Background: an optimization exercise with open tools, aiming at small area, a short achievable clock period and few clock cycles per item. Do not read the settings as production practice.
Power and IR drop assume default switching activity.

==> module maxpool_control_s_axi, before the edit <==
module maxpool_control_s_axi (
  input  logic                    ap_clk,
  input  logic                    areset,
  input  logic                    awvalid,
  output logic                    awready,
  input  maxpool_pkg::axil_addr_t awaddr,
  input  logic                    wvalid,
  output logic                    wready,
  input  maxpool_pkg::axil_data_t wdata,
  input  logic [3:0]              wstrb,
  output logic                    bvalid,
  input  logic                    bready,
  output logic [1:0]              bresp,
  input  logic                    arvalid,
  output logic                    arready,
  input  maxpool_pkg::axil_addr_t araddr,
  output logic                    rvalid,
  input  logic                    rready,
  output maxpool_pkg::axil_data_t rdata,
  output logic [1:0]              rresp,
  input  logic                    job_done,     
  output logic                    job_start,    
  output maxpool_pkg::count_t     job_windows,
  output logic                    interrupt
);
  logic       wr_idle;      
  logic       rd_idle;      
  logic       wr_hs;        
  logic       ar_hs;
  logic       busy;         
  logic       done;         
  logic       ier;
  logic       ier_nxt;
  logic       done_nxt;
  logic [2:0] rd_lo;        
  logic       rd_win;       
  assign awready = wr_idle;
  assign wready  = wr_idle;
  assign bresp   = 2'b00;
  assign wr_hs   = wr_idle && awvalid && wvalid;
  always_ff @(posedge ap_clk) begin
    if (areset) begin
      wr_idle <= 1'b1;
      bvalid  <= 1'b0;
    end else if (wr_hs) begin
      wr_idle <= 1'b0;
      bvalid  <= 1'b1;
    end else if (bvalid && bready) begin
      wr_idle <= 1'b1;
      bvalid  <= 1'b0;
    end
  end
  always_ff @(posedge ap_clk) begin
    if (areset) begin
      job_windows <= '0;
    end else if (wr_hs && awaddr == maxpool_pkg::ADDR_WINDOWS) begin
      if (wstrb[0]) job_windows[7:0]  <= wdata[7:0];
      if (wstrb[1]) job_windows[15:8] <= wdata[15:8];
    end
  end
  assign ier_nxt  = (wr_hs && awaddr == maxpool_pkg::ADDR_IER && wstrb[0]) ? wdata[0] : ier;
  assign done_nxt = job_done || (done && !(ar_hs && araddr == maxpool_pkg::ADDR_CTRL));
  always_ff @(posedge ap_clk) begin
    if (areset) begin
      ier       <= 1'b0;
      done      <= 1'b0;
      busy      <= 1'b0;
      job_start <= 1'b0;
      interrupt <= 1'b0;
    end else begin
      ier       <= ier_nxt;
      done      <= done_nxt;
      interrupt <= ier_nxt && done_nxt;
      job_start <= wr_hs && awaddr == maxpool_pkg::ADDR_CTRL && wstrb[0] &&
                   wdata[maxpool_pkg::CTRL_START_BIT] && !busy;
      if (job_done) busy <= 1'b0;
      else if (job_start) busy <= 1'b1;
    end
  end
  assign arready = rd_idle;
  assign rresp   = 2'b00;
  assign ar_hs   = rd_idle && arvalid;
  always_ff @(posedge ap_clk) begin
    if (areset) begin
      rd_idle <= 1'b1;
      rvalid  <= 1'b0;
    end else if (ar_hs) begin
      rd_idle <= 1'b0;
      rvalid  <= 1'b1;
    end else if (rvalid && rready) begin
      rd_idle <= 1'b1;
      rvalid  <= 1'b0;
    end
  end
  always_ff @(posedge ap_clk) begin
    if (ar_hs) begin
      rd_win <= (araddr == maxpool_pkg::ADDR_WINDOWS);
      case (araddr)
        maxpool_pkg::ADDR_CTRL:    rd_lo <= {!busy && !job_start, done, busy || job_start};
        maxpool_pkg::ADDR_IER:     rd_lo <= {2'b00, ier};
        maxpool_pkg::ADDR_WINDOWS: rd_lo <= job_windows[2:0];
        default:                   rd_lo <= 3'b000;
      endcase
    end
  end
  assign rdata = {16'b0, job_windows[15:3] & {13{rd_win}}, rd_lo};
endmodule
==> module maxpool_window, before the edit <==
module maxpool_window (
  input  logic                ap_clk,
  input  logic                areset,
  input  logic                job_start,
  input  maxpool_pkg::count_t job_windows,
  input  logic                in_tvalid,
  output logic                in_tready,
  input  maxpool_pkg::elem_t  in_tdata,
  output logic                pool_tvalid,
  input  logic                pool_tready,    
  input  logic                pool_room_nxt,  
  output maxpool_pkg::elem_t  pool_tdata,
  output logic                job_done
);
  logic [17:0]        rem;         
  logic [17:0]        rem_nxt;
  logic               in_hs;
  logic               first;       
  logic               last_win;    
  logic               last_job;    
  logic               full_nxt;
  logic               hold_nxt;
  maxpool_pkg::elem_t last;        
  maxpool_pkg::elem_t prev;        
  logic               sel;         
  logic               gt_last;     
  logic               gt_prev;     
  maxpool_gt u_gt_last (.a(in_tdata), .b(last), .gt(gt_last));
  maxpool_gt u_gt_prev (.a(in_tdata), .b(prev), .gt(gt_prev));
  assign in_hs    = in_tvalid && in_tready;
  assign first    = (rem[1:0] == 2'd0);
  assign last_win = (rem[1:0] == 2'd1);
  assign last_job = (rem == 18'd1);
  assign job_done = (in_hs && last_job) || (job_start && job_windows == '0);
  assign pool_tdata = sel ? last : prev;
  always_comb begin
    rem_nxt = rem;
    if (job_start) rem_nxt = {job_windows, 2'b00};
    else if (in_hs) rem_nxt = rem - 18'd1;
  end
  assign full_nxt = (in_hs && last_win) || (pool_tvalid && !pool_tready);
  assign hold_nxt = full_nxt && !pool_room_nxt;
  always_ff @(posedge ap_clk) begin
    if (areset) begin
      rem         <= '0;
      pool_tvalid <= 1'b0;
      in_tready   <= 1'b0;
    end else begin
      rem         <= rem_nxt;
      pool_tvalid <= full_nxt;
      in_tready   <= (rem_nxt != '0) && !(rem_nxt[1:0] == 2'd0 && hold_nxt);
    end
  end
  always_ff @(posedge ap_clk) begin
    if (in_hs) begin
      last <= in_tdata;
      prev <= sel ? last : prev;
      sel  <= first || (sel ? gt_last : gt_prev);
    end
  end
endmodule
==> flow/config.mk <==
export PLATFORM = sky130hd
export DESIGN_NAME = krnl_maxpool
export DESIGN_NICKNAME = krnl_maxpool
export VERILOG_FILES = /design/flow/design.v
export SDC_FILE = /design/flow/constraint.sdc
export NUM_CORES = 4
export LEC_CHECK = 0
export CAP_MARGIN = 20
export CORE_MARGIN = 2
export CORE_UTILIZATION = 40
export CTS_CLUSTER_DIAMETER = 100
export CTS_CLUSTER_SIZE = 28
export SETUP_SLACK_MARGIN = 1.5
export SLEW_MARGIN = 20
==> flow/constraint.sdc <==
create_clock -name core_clock -period 3.8 [get_ports {ap_clk}]
set_input_delay 0.7600 -clock core_clock [delete_from_list [all_inputs] [get_ports {ap_clk}]]
set_output_delay 0.7600 -clock core_clock [all_outputs]
set_load 0.01 [all_outputs]
standard.sh (not shown) runs the stock make flow with config.mk's settings and CLKGATE_MAP_FILE= SYNTH_SCRIPT=/design/flow/synth_recipe.tcl, a recipe that flattens the netlist after the stock synthesis.
==> flow/flow/run.sh <==
#!/bin/bash
# The standard layout, with the port buffers made from buf_4 cells instead of
# the default delay buffers. Make's full output goes to standard_flow.log.
set -euo pipefail
export BUFFER_PORTS_ARGS="-buffer_cell sky130_fd_sc_hd__buf_4"
bash standard.sh > standard_flow.log 2>&1
Then changed:
--- a/flow/design.v
+++ b/flow/design.v
@@ -46,12 +46,11 @@
   logic       busy;         
   logic       done;         
   logic       ier;
   logic       ier_nxt;
   logic       done_nxt;
-  logic [2:0] rd_lo;        
-  logic       rd_win;       
+  logic [15:0] rd_data;     
   assign awready = wr_idle;
   assign wready  = wr_idle;
   assign bresp   = 2'b00;
   assign wr_hs   = wr_idle && awvalid && wvalid;
   always_ff @(posedge ap_clk) begin
@@ -108,20 +107,19 @@
       rvalid  <= 1'b0;
     end
   end
   always_ff @(posedge ap_clk) begin
     if (ar_hs) begin
-      rd_win <= (araddr == maxpool_pkg::ADDR_WINDOWS);
       case (araddr)
-        maxpool_pkg::ADDR_CTRL:    rd_lo <= {!busy && !job_start, done, busy || job_start};
-        maxpool_pkg::ADDR_IER:     rd_lo <= {2'b00, ier};
-        maxpool_pkg::ADDR_WINDOWS: rd_lo <= job_windows[2:0];
-        default:                   rd_lo <= 3'b000;
+        maxpool_pkg::ADDR_CTRL:    rd_data <= {13'b0, !busy && !job_start, done, busy || job_start};
+        maxpool_pkg::ADDR_IER:     rd_data <= {15'b0, ier};
+        maxpool_pkg::ADDR_WINDOWS: rd_data <= job_windows;
+        default:                   rd_data <= '0;
       endcase
     end
   end
-  assign rdata = {16'b0, job_windows[15:3] & {13{rd_win}}, rd_lo};
+  assign rdata = {16'b0, rd_data};
 endmodule
 `timescale 1ns/1ps
 module maxpool_window (
   input  logic                ap_clk,
   input  logic                areset,
@@ -140,12 +138,17 @@
   logic [17:0]        rem_nxt;
   logic               in_hs;
   logic               first;       
   logic               last_win;    
   logic               last_job;    
-  logic               full_nxt;
-  logic               hold_nxt;
+  logic               more_nxt;    
+  logic               first_nxt;   
+  logic               done_win;    
+  logic               fold;        
+  logic               wr_en;       
+  logic               res_nxt;
+  logic               done_nxt;
   maxpool_pkg::elem_t last;        
   maxpool_pkg::elem_t prev;        
   logic               sel;         
   logic               gt_last;     
   logic               gt_prev;     
@@ -154,35 +157,40 @@
   assign in_hs    = in_tvalid && in_tready;
   assign first    = (rem[1:0] == 2'd0);
   assign last_win = (rem[1:0] == 2'd1);
   assign last_job = (rem == 18'd1);
   assign job_done = (in_hs && last_job) || (job_start && job_windows == '0);
-  assign pool_tdata = sel ? last : prev;
+  assign pool_tdata = prev;
+  assign wr_en      = pool_tvalid && pool_tready;
+  assign fold       = done_win && (!pool_tvalid || pool_tready);
+  assign res_nxt    = fold || (pool_tvalid && !pool_tready);
+  assign done_nxt   = (in_hs && last_win) || (done_win && !fold);
   always_comb begin
     rem_nxt = rem;
     if (job_start) rem_nxt = {job_windows, 2'b00};
     else if (in_hs) rem_nxt = rem - 18'd1;
   end
-  assign full_nxt = (in_hs && last_win) || (pool_tvalid && !pool_tready);
-  assign hold_nxt = full_nxt && !pool_room_nxt;
+  assign more_nxt  = job_start ? (job_windows != '0) : in_hs ? !last_job : (rem != '0);
+  assign first_nxt = job_start || (in_hs ? last_win : first);
   always_ff @(posedge ap_clk) begin
     if (areset) begin
       rem         <= '0;
+      done_win    <= 1'b0;
       pool_tvalid <= 1'b0;
       in_tready   <= 1'b0;
     end else begin
       rem         <= rem_nxt;
-      pool_tvalid <= full_nxt;
-      in_tready   <= (rem_nxt != '0) && !(rem_nxt[1:0] == 2'd0 && hold_nxt);
+      done_win    <= done_nxt;
+      pool_tvalid <= res_nxt;
+      in_tready   <= more_nxt && !(res_nxt && !pool_room_nxt && (done_nxt || !first_nxt));
     end
   end
   always_ff @(posedge ap_clk) begin
-    if (in_hs) begin
-      last <= in_tdata;
-      prev <= sel ? last : prev;
-      sel  <= first || (sel ? gt_last : gt_prev);
-    end
+    if (in_hs) last <= in_tdata;
+    if ((in_hs || fold) && sel) prev <= last;
+    if (in_hs) sel <= first || (sel ? gt_last : gt_prev);
+    else if (fold) sel <= 1'b0;
   end
 endmodule
 module maxpool_gt (
   input  maxpool_pkg::elem_t a,
   input  maxpool_pkg::elem_t b,
The new run passed the timing, design-rule and antenna checks; non-clock buffer count came out lower by 1; combinational power came out higher by about 5%; register-to-register slack gets worse by 0.08 ns; setup slack gets worse by 0.076 ns; worst hold slack gets worse by 0.0071 ns; cell area came out lower by 0.39%; first-iteration DRC count came out lower by 12%; sequential share of layout area came out higher by 2.2 points.
No run of this note included a check of the RTL's function; only the layout flow was run.

-- re-timing with driven ports --
Ports are ideal in the flow. The routed layouts listed here were re-timed in OpenROAD.
Step 1, drivers: a clkbuf_16 drives ap_clk and a buf_2 each remaining input, both assumed.
Step 2 moves the port delays by t, midway between the first and last clock arrival at a register: inputs arrive t later, outputs are due t later. That takes back most of the time a late clock gives input paths.
Slacks: ideal / step 1 / step 2; pairs: ideal / step 1.
run	t, ns	setup slack, ns	worst setup path after step 2	clock arrival spread, ns	worst slew at a driven data input, ns
the first run	0.625	1.538 / 1.538 / 1.109	input to register	0.020 / 0.020	0.07
the second run	0.625	1.461 / 1.461 / 1.000	input to register	0.023 / 0.023	0.08
After both steps every run listed still meets setup and hold. The setup slack of the second run, which loses most, moves by 0.000 ns with the drivers and by -0.461 ns with both steps.
